Context: an optimization exercise on an open-source flow, tuned for small area. The choices shown serve that exercise and are no tape-out recipe. Only simulation tests tie the RTL to the original design; equivalence was not proved. No activity file was given, so power comes from the tool's default toggle rates.

==> inputs of run a <==
==> flow/design.v <==
module reg_file_2r1w_aoi222 (
  input  logic a0, b0, a1, b1, a2, b2,
  output logic y
);
  assign y = !((a0 && b0) || (a1 && b1) || (a2 && b2));
endmodule
module reg_file_2r1w_aoi22 (
  input  logic a0, b0, a1, b1,
  output logic y
);
  assign y = !((a0 && b0) || (a1 && b1));
endmodule
module reg_file_2r1w_rdbit (
  input  logic [31:0] sel,
  input  logic [31:0] d,
  output logic        y
);
  logic [10:0] t;
  for (genvar k = 0; k < 10; k++) begin : g_aoi
    reg_file_2r1w_aoi222 u_aoi (
      .a0(sel[3*k]),   .b0(d[3*k]),
      .a1(sel[3*k+1]), .b1(d[3*k+1]),
      .a2(sel[3*k+2]), .b2(d[3*k+2]),
      .y(t[k])
    );
  end
  reg_file_2r1w_aoi22 u_aoi_last (
    .a0(sel[30]), .b0(d[30]), .a1(sel[31]), .b1(d[31]), .y(t[10])
  );
  assign y = !(&t);
endmodule
module reg_file_2r1w #(
  parameter int DATA_W       = 32,
  parameter int ADDR_W       = 5,
  parameter int WRITE_BYPASS = 1
) (
  input  logic              clk,
  input  logic              rst_n,
  input  logic [ADDR_W-1:0] ra1,
  input  logic [ADDR_W-1:0] ra2,
  output logic [DATA_W-1:0] rd1,
  output logic [DATA_W-1:0] rd2,
  input  logic              we3,
  input  logic [ADDR_W-1:0] wa3,
  input  logic [DATA_W-1:0] wd3
);
  localparam int unsigned DEPTH = 2 ** ADDR_W;
  logic [DATA_W-1:0] regs [1:DEPTH-1];
  logic [DEPTH-1:1]  valid;
  logic [DEPTH-1:1]  wsel;
  logic [DEPTH-1:0]  sel1;
  logic [DEPTH-1:0]  sel2;
  logic              byp1;
  logic              byp2;
  always_comb begin
    for (int unsigned i = 1; i < DEPTH; i++) begin
      wsel[i] = we3 && (wa3 == ADDR_W'(i));
    end
  end
  always_ff @(posedge clk) begin
    for (int unsigned i = 1; i < DEPTH; i++) begin
      if (wsel[i]) regs[i] <= wd3;
    end
  end
  always_ff @(posedge clk or negedge rst_n) begin
    if (!rst_n) begin
      valid <= '0;
    end else begin
      valid <= valid | wsel;
    end
  end
  always_comb begin
    byp1 = (WRITE_BYPASS != 0) && rst_n && we3 && (wa3 == ra1) && (ra1 != '0);
    byp2 = (WRITE_BYPASS != 0) && rst_n && we3 && (wa3 == ra2) && (ra2 != '0);
    sel1[0] = byp1;
    sel2[0] = byp2;
    for (int unsigned i = 1; i < DEPTH; i++) begin
      sel1[i] = !byp1 && valid[i] && (ra1 == ADDR_W'(i));
      sel2[i] = !byp2 && valid[i] && (ra2 == ADDR_W'(i));
    end
  end
  for (genvar b = 0; b < DATA_W; b++) begin : g_bit
    logic [DEPTH-1:0] col;
    always_comb begin
      col[0] = wd3[b];
      for (int unsigned i = 1; i < DEPTH; i++) col[i] = regs[i][b];
    end
    reg_file_2r1w_rdbit u_rd1 (.sel(sel1), .d(col), .y(rd1[b]));
    reg_file_2r1w_rdbit u_rd2 (.sel(sel2), .d(col), .y(rd2[b]));
  end
endmodule
==> flow/run.sh <==
#!/bin/bash
# synth_recipe.tcl (not shown) runs the flow's synth.tcl, then flattens the netlist and writes it again
# the make line also repeats each setting of config.mk as NAME=value (left out here)
make -C /OpenROAD-flow-scripts/flow DESIGN_CONFIG=/design/flow/config.mk WORK_HOME=/design/flow/orfs CLKGATE_MAP_FILE= SYNTH_SCRIPT=/design/flow/synth_recipe.tcl finish
==> flow/config.mk <==
export PLATFORM = sky130hd
export DESIGN_NAME = reg_file_2r1w
export DESIGN_NICKNAME = reg_file_2r1w
export VERILOG_FILES = /design/flow/design.v
export SDC_FILE = /design/flow/constraint.sdc
export NUM_CORES = 4
export LEC_CHECK = 0
export CAP_MARGIN = 20
export CORE_MARGIN = 2
export CORE_UTILIZATION = 40
export SETUP_SLACK_MARGIN = 0.3
export SLEW_MARGIN = 20
export SYNTH_HIERARCHICAL = 1
==> flow/constraint.sdc <==
create_clock -name core_clock -period 7.0 [get_ports {clk}]
set_input_delay 1.4000 -clock core_clock [delete_from_list [all_inputs] [get_ports {clk}]]
set_output_delay 1.4000 -clock core_clock [all_outputs]
set_load 0.01 [all_outputs]
==> inputs of run b, as changes to run a <==
--- a/flow/design.v
+++ b/flow/design.v
@@ -4,18 +4,34 @@
 );
   assign y = !((a0 && b0) || (a1 && b1) || (a2 && b2));
 endmodule
-module reg_file_2r1w_aoi22 (
+module reg_file_2r1w_hold (
+  input  logic we,
+  input  logic keep,
+  input  logic wd,
+  input  logic q,
+  output logic d
+);
+  assign d = (we && wd) || (keep && q);
+endmodule
+module reg_file_2r1w_tail (
+  input  logic t0, t1,
   input  logic a0, b0, a1, b1,
   output logic y
 );
-  assign y = !((a0 && b0) || (a1 && b1));
+  assign y = !(t0 && t1) || (a0 && b0) || (a1 && b1);
+endmodule
+module reg_file_2r1w_nand4 (
+  input  logic a, b, c, d,
+  output logic y
+);
+  assign y = !(a && b && c && d);
 endmodule
 module reg_file_2r1w_rdbit (
   input  logic [31:0] sel,
   input  logic [31:0] d,
   output logic        y
 );
-  logic [10:0] t;
+  logic [9:0] t;
   for (genvar k = 0; k < 10; k++) begin : g_aoi
     reg_file_2r1w_aoi222 u_aoi (
       .a0(sel[3*k]),   .b0(d[3*k]),
@@ -24,10 +40,15 @@
       .y(t[k])
     );
   end
-  reg_file_2r1w_aoi22 u_aoi_last (
-    .a0(sel[30]), .b0(d[30]), .a1(sel[31]), .b1(d[31]), .y(t[10])
+  logic h;
+  reg_file_2r1w_tail u_tail (
+    .t0(t[8]), .t1(t[9]),
+    .a0(sel[30]), .b0(d[30]), .a1(sel[31]), .b1(d[31]), .y(h)
   );
-  assign y = !(&t);
+  logic h0, h1;
+  reg_file_2r1w_nand4 u_n0 (.a(t[0]), .b(t[1]), .c(t[2]), .d(t[3]), .y(h0));
+  reg_file_2r1w_nand4 u_n1 (.a(t[4]), .b(t[5]), .c(t[6]), .d(t[7]), .y(h1));
+  assign y = h0 || h1 || h;
 endmodule
 module reg_file_2r1w #(
   parameter int DATA_W       = 32,
@@ -57,10 +78,14 @@
       wsel[i] = we3 && (wa3 == ADDR_W'(i));
     end
   end
-  always_ff @(posedge clk) begin
-    for (int unsigned i = 1; i < DEPTH; i++) begin
-      if (wsel[i]) regs[i] <= wd3;
+  for (genvar i = 1; i < DEPTH; i++) begin : g_row
+    logic [DATA_W-1:0] nxt;
+    for (genvar b = 0; b < DATA_W; b++) begin : g_bit
+      reg_file_2r1w_hold u_hold (
+        .we(wsel[i]), .keep(!wsel[i]), .wd(wd3[b]), .q(regs[i][b]), .d(nxt[b])
+      );
     end
+    always_ff @(posedge clk) regs[i] <= nxt;
   end
   always_ff @(posedge clk or negedge rst_n) begin
     if (!rst_n) begin
==> flow/flow/run.sh (new file) <==
#!/bin/bash
# The standard layout, with three changes to how it is made:
#  - ports are buffered with buf_1 instead of the default delay cell;
#  - CTS clusters up to 24 sinks per leaf buffer and inserts no dummy loads.
# Everything else (synthesis, floorplan, power grid, taps, placement, routing)
# is the standard.sh unchanged.
cd "$(dirname "$0")/.."
cp standard.sh standard_sh_copy.log
export BUFFER_PORTS_ARGS="-buffer_cell sky130_fd_sc_hd__buf_1"
export CTS_ARGS="-sink_clustering_enable -repair_clock_nets -dont_use_dummy_load -sink_clustering_size 24 -sink_clustering_max_diameter 100"
bash standard.sh > standard.log 2>&1
status=$?
for f in orfs/logs/sky130hd/reg_file_2r1w/base/*.log; do
  [ -f "$f" ] && cp "$f" "flow_$(basename "$f")"
done
exit $status
==> flow/standard.sh (new file) <==
#!/bin/bash
# synth_recipe.tcl (not shown) runs the flow's synth.tcl, then flattens the netlist and writes it again
# the make line also repeats each setting of config.mk as NAME=value (left out here)
make -C /OpenROAD-flow-scripts/flow DESIGN_CONFIG=/design/flow/config.mk WORK_HOME=/design/flow/orfs CLKGATE_MAP_FILE= SYNTH_SCRIPT=/design/flow/synth_recipe.tcl "${@:-finish}"
Settings changed: CELL_PAD_IN_SITES_DETAIL_PLACEMENT set to 1, CELL_PAD_IN_SITES_GLOBAL_PLACEMENT set to 1, SETUP_SLACK_MARGIN 0.3 to 0.1.
removed: flow/run.sh
==> inputs of run c, as changes to run a <==
--- a/flow/design.v
+++ b/flow/design.v
@@ -4,18 +4,34 @@
 );
   assign y = !((a0 && b0) || (a1 && b1) || (a2 && b2));
 endmodule
-module reg_file_2r1w_aoi22 (
+module reg_file_2r1w_hold (
+  input  logic we,
+  input  logic keep,
+  input  logic wd,
+  input  logic q,
+  output logic d
+);
+  assign d = (we && wd) || (keep && q);
+endmodule
+module reg_file_2r1w_tail (
+  input  logic t0, t1,
   input  logic a0, b0, a1, b1,
   output logic y
 );
-  assign y = !((a0 && b0) || (a1 && b1));
+  assign y = !(t0 && t1) || (a0 && b0) || (a1 && b1);
+endmodule
+module reg_file_2r1w_nand4 (
+  input  logic a, b, c, d,
+  output logic y
+);
+  assign y = !(a && b && c && d);
 endmodule
 module reg_file_2r1w_rdbit (
   input  logic [31:0] sel,
   input  logic [31:0] d,
   output logic        y
 );
-  logic [10:0] t;
+  logic [9:0] t;
   for (genvar k = 0; k < 10; k++) begin : g_aoi
     reg_file_2r1w_aoi222 u_aoi (
       .a0(sel[3*k]),   .b0(d[3*k]),
@@ -24,10 +40,15 @@
       .y(t[k])
     );
   end
-  reg_file_2r1w_aoi22 u_aoi_last (
-    .a0(sel[30]), .b0(d[30]), .a1(sel[31]), .b1(d[31]), .y(t[10])
+  logic h;
+  reg_file_2r1w_tail u_tail (
+    .t0(t[8]), .t1(t[9]),
+    .a0(sel[30]), .b0(d[30]), .a1(sel[31]), .b1(d[31]), .y(h)
   );
-  assign y = !(&t);
+  logic h0, h1;
+  reg_file_2r1w_nand4 u_n0 (.a(t[0]), .b(t[1]), .c(t[2]), .d(t[3]), .y(h0));
+  reg_file_2r1w_nand4 u_n1 (.a(t[4]), .b(t[5]), .c(t[6]), .d(t[7]), .y(h1));
+  assign y = h0 || h1 || h;
 endmodule
 module reg_file_2r1w #(
   parameter int DATA_W       = 32,
@@ -48,19 +69,40 @@
   logic [DATA_W-1:0] regs [1:DEPTH-1];
   logic [DEPTH-1:1]  valid;
   logic [DEPTH-1:1]  wsel;
+  logic [DEPTH-1:1]  keep;
+  logic [DEPTH-1:1]  rden;
   logic [DEPTH-1:0]  sel1;
   logic [DEPTH-1:0]  sel2;
   logic              byp1;
   logic              byp2;
+  logic [3:0] wh, h1, h2;
+  logic [7:0] wl, l1, l2;
+  always_comb begin
+    for (int unsigned j = 0; j < 4; j++) begin
+      wh[j] = we3 && (wa3[4:3] == 2'(j));
+      h1[j] = (ra1[4:3] == 2'(j));
+      h2[j] = (ra2[4:3] == 2'(j));
+    end
+    for (int unsigned k = 0; k < 8; k++) begin
+      wl[k] = (wa3[2:0] == 3'(k));
+      l1[k] = (ra1[2:0] == 3'(k));
+      l2[k] = (ra2[2:0] == 3'(k));
+    end
+  end
   always_comb begin
     for (int unsigned i = 1; i < DEPTH; i++) begin
-      wsel[i] = we3 && (wa3 == ADDR_W'(i));
+      wsel[i] = wh[i/8] && wl[i%8];
+      keep[i] = !wsel[i];
     end
   end
-  always_ff @(posedge clk) begin
-    for (int unsigned i = 1; i < DEPTH; i++) begin
-      if (wsel[i]) regs[i] <= wd3;
+  for (genvar i = 1; i < DEPTH; i++) begin : g_row
+    logic [DATA_W-1:0] nxt;
+    for (genvar b = 0; b < DATA_W; b++) begin : g_bit
+      reg_file_2r1w_hold u_hold (
+        .we(wsel[i]), .keep(keep[i]), .wd(wd3[b]), .q(regs[i][b]), .d(nxt[b])
+      );
     end
+    always_ff @(posedge clk) regs[i] <= nxt;
   end
   always_ff @(posedge clk or negedge rst_n) begin
     if (!rst_n) begin
@@ -75,8 +117,9 @@
     sel1[0] = byp1;
     sel2[0] = byp2;
     for (int unsigned i = 1; i < DEPTH; i++) begin
-      sel1[i] = !byp1 && valid[i] && (ra1 == ADDR_W'(i));
-      sel2[i] = !byp2 && valid[i] && (ra2 == ADDR_W'(i));
+      rden[i] = valid[i] && ((WRITE_BYPASS == 0) || keep[i]);
+      sel1[i] = rden[i] && h1[i/8] && l1[i%8];
+      sel2[i] = rden[i] && h2[i/8] && l2[i%8];
     end
   end
   for (genvar b = 0; b < DATA_W; b++) begin : g_bit
==> flow/flow/run.sh (new file) <==
#!/bin/bash
# The standard layout, with three changes to how it is made:
#  - ports are buffered with buf_1 instead of the default delay cell;
#  - CTS clusters up to 24 sinks per leaf buffer and inserts no dummy loads.
# Everything else (synthesis, floorplan, power grid, taps, placement, routing)
# is the standard.sh unchanged.
cd "$(dirname "$0")/.."
cp standard.sh standard_sh_copy.log
export BUFFER_PORTS_ARGS="-buffer_cell sky130_fd_sc_hd__buf_1"
export CTS_ARGS="-sink_clustering_enable -repair_clock_nets -dont_use_dummy_load -sink_clustering_size 24 -sink_clustering_max_diameter 100"
bash standard.sh > standard.log 2>&1
status=$?
for f in orfs/logs/sky130hd/reg_file_2r1w/base/*.log; do
  [ -f "$f" ] && cp "$f" "flow_$(basename "$f")"
done
exit $status
==> flow/standard.sh (new file) <==
#!/bin/bash
# synth_recipe.tcl (not shown) runs the flow's synth.tcl, then flattens the netlist and writes it again
# the make line also repeats each setting of config.mk as NAME=value (left out here)
make -C /OpenROAD-flow-scripts/flow DESIGN_CONFIG=/design/flow/config.mk WORK_HOME=/design/flow/orfs CLKGATE_MAP_FILE= SYNTH_SCRIPT=/design/flow/synth_recipe.tcl "${@:-finish}"
Settings changed: CELL_PAD_IN_SITES_DETAIL_PLACEMENT set to 1, CELL_PAD_IN_SITES_GLOBAL_PLACEMENT set to 1, SETUP_SLACK_MARGIN 0.3 to 0.1.
removed: flow/run.sh
==> comparison table <==
item	run b	run c	run a
Run status	complete, no violations	complete, no violations	complete, no violations
Largest net degree at the start of global routing	35	35	34
Multi-input gate share of the layout cell area	0.4279	0.4259	0.2189
Clock-pin slew on the worst setup and hold paths	0.07 ns	0.08 ns	0.06 ns
Worst r2r dst	valid[19]$_DFF_PN0_	valid[29]$_DFF_PN0_	valid[31]$_DFF_PN0_
Gate power share	0.142	0.144	0.064
Share of the yosys chip area belonging to registers	0.5238	0.5262	0.7482
Fraction of post-synthesis cell area in the top cell type by area	0.5041	0.5064	0.7292
Cell area after layout	0.04420 sq mm	0.04429 sq mm	0.04930 sq mm
Worst rel slew slack	0.1322	0.2078	0.1949
Hold path startpoint	regs[27][29]$_DFF_P_	valid[23]$_DFF_PN0_	valid[25]$_DFF_PN0_
Fillers	10.36k	10.18k	8413
Post-Synth Simple-Gate Area	0.07140	0.06413	0.06790
Most Frequent Cell on Critical Path	sky130_fd_sc_hd__buf_1	sky130_fd_sc_hd__buf_1	-
Total met3 wirelength after detailed routing	29270 um	32050 um	24870 um
Aggregate global-route resource usage	0.4071	0.4250	0.3031
Period utilization	0.9464	0.9525	0.9533
Placed Cells	4801	4780	3870
Fraction of area in registers	0.4668	0.4659	0.6200
Relative area change from synthesis to final layout	12.21%	12.94%	20.68%

[re-timing with driven ports]
The flow's constraints put no driver on any port. The routed layouts listed below were extracted and timed again, unchanged, in two steps. Step 1, drivers: a clkbuf_16 drives clk and a buf_2 each remaining input, both assumed. Step 2 also shifts input and output timing later by t, the mid clock arrival at the registers, as if the neighbouring blocks saw the same clock. Three values: no drivers, after step 1, after step 2; two values: the first two.
run | shift t [ns] | setup WS [ns] | worst setup path after step 2 | worst slew at a driven data input, ns
run a | 0.740 | 0.327 / 0.305 / 0.305 | input to output | 0.24
run b | 0.765 | 0.375 / 0.288 / 0.288 | input to output | 0.08
run c | 0.744 | 0.332 / 0.299 / 0.299 | input to output | 0.17
After both steps setup and hold are still met in every run listed. The setup slack of run b, which loses most, moves by -0.087 ns with the drivers and by -0.087 ns with both steps.
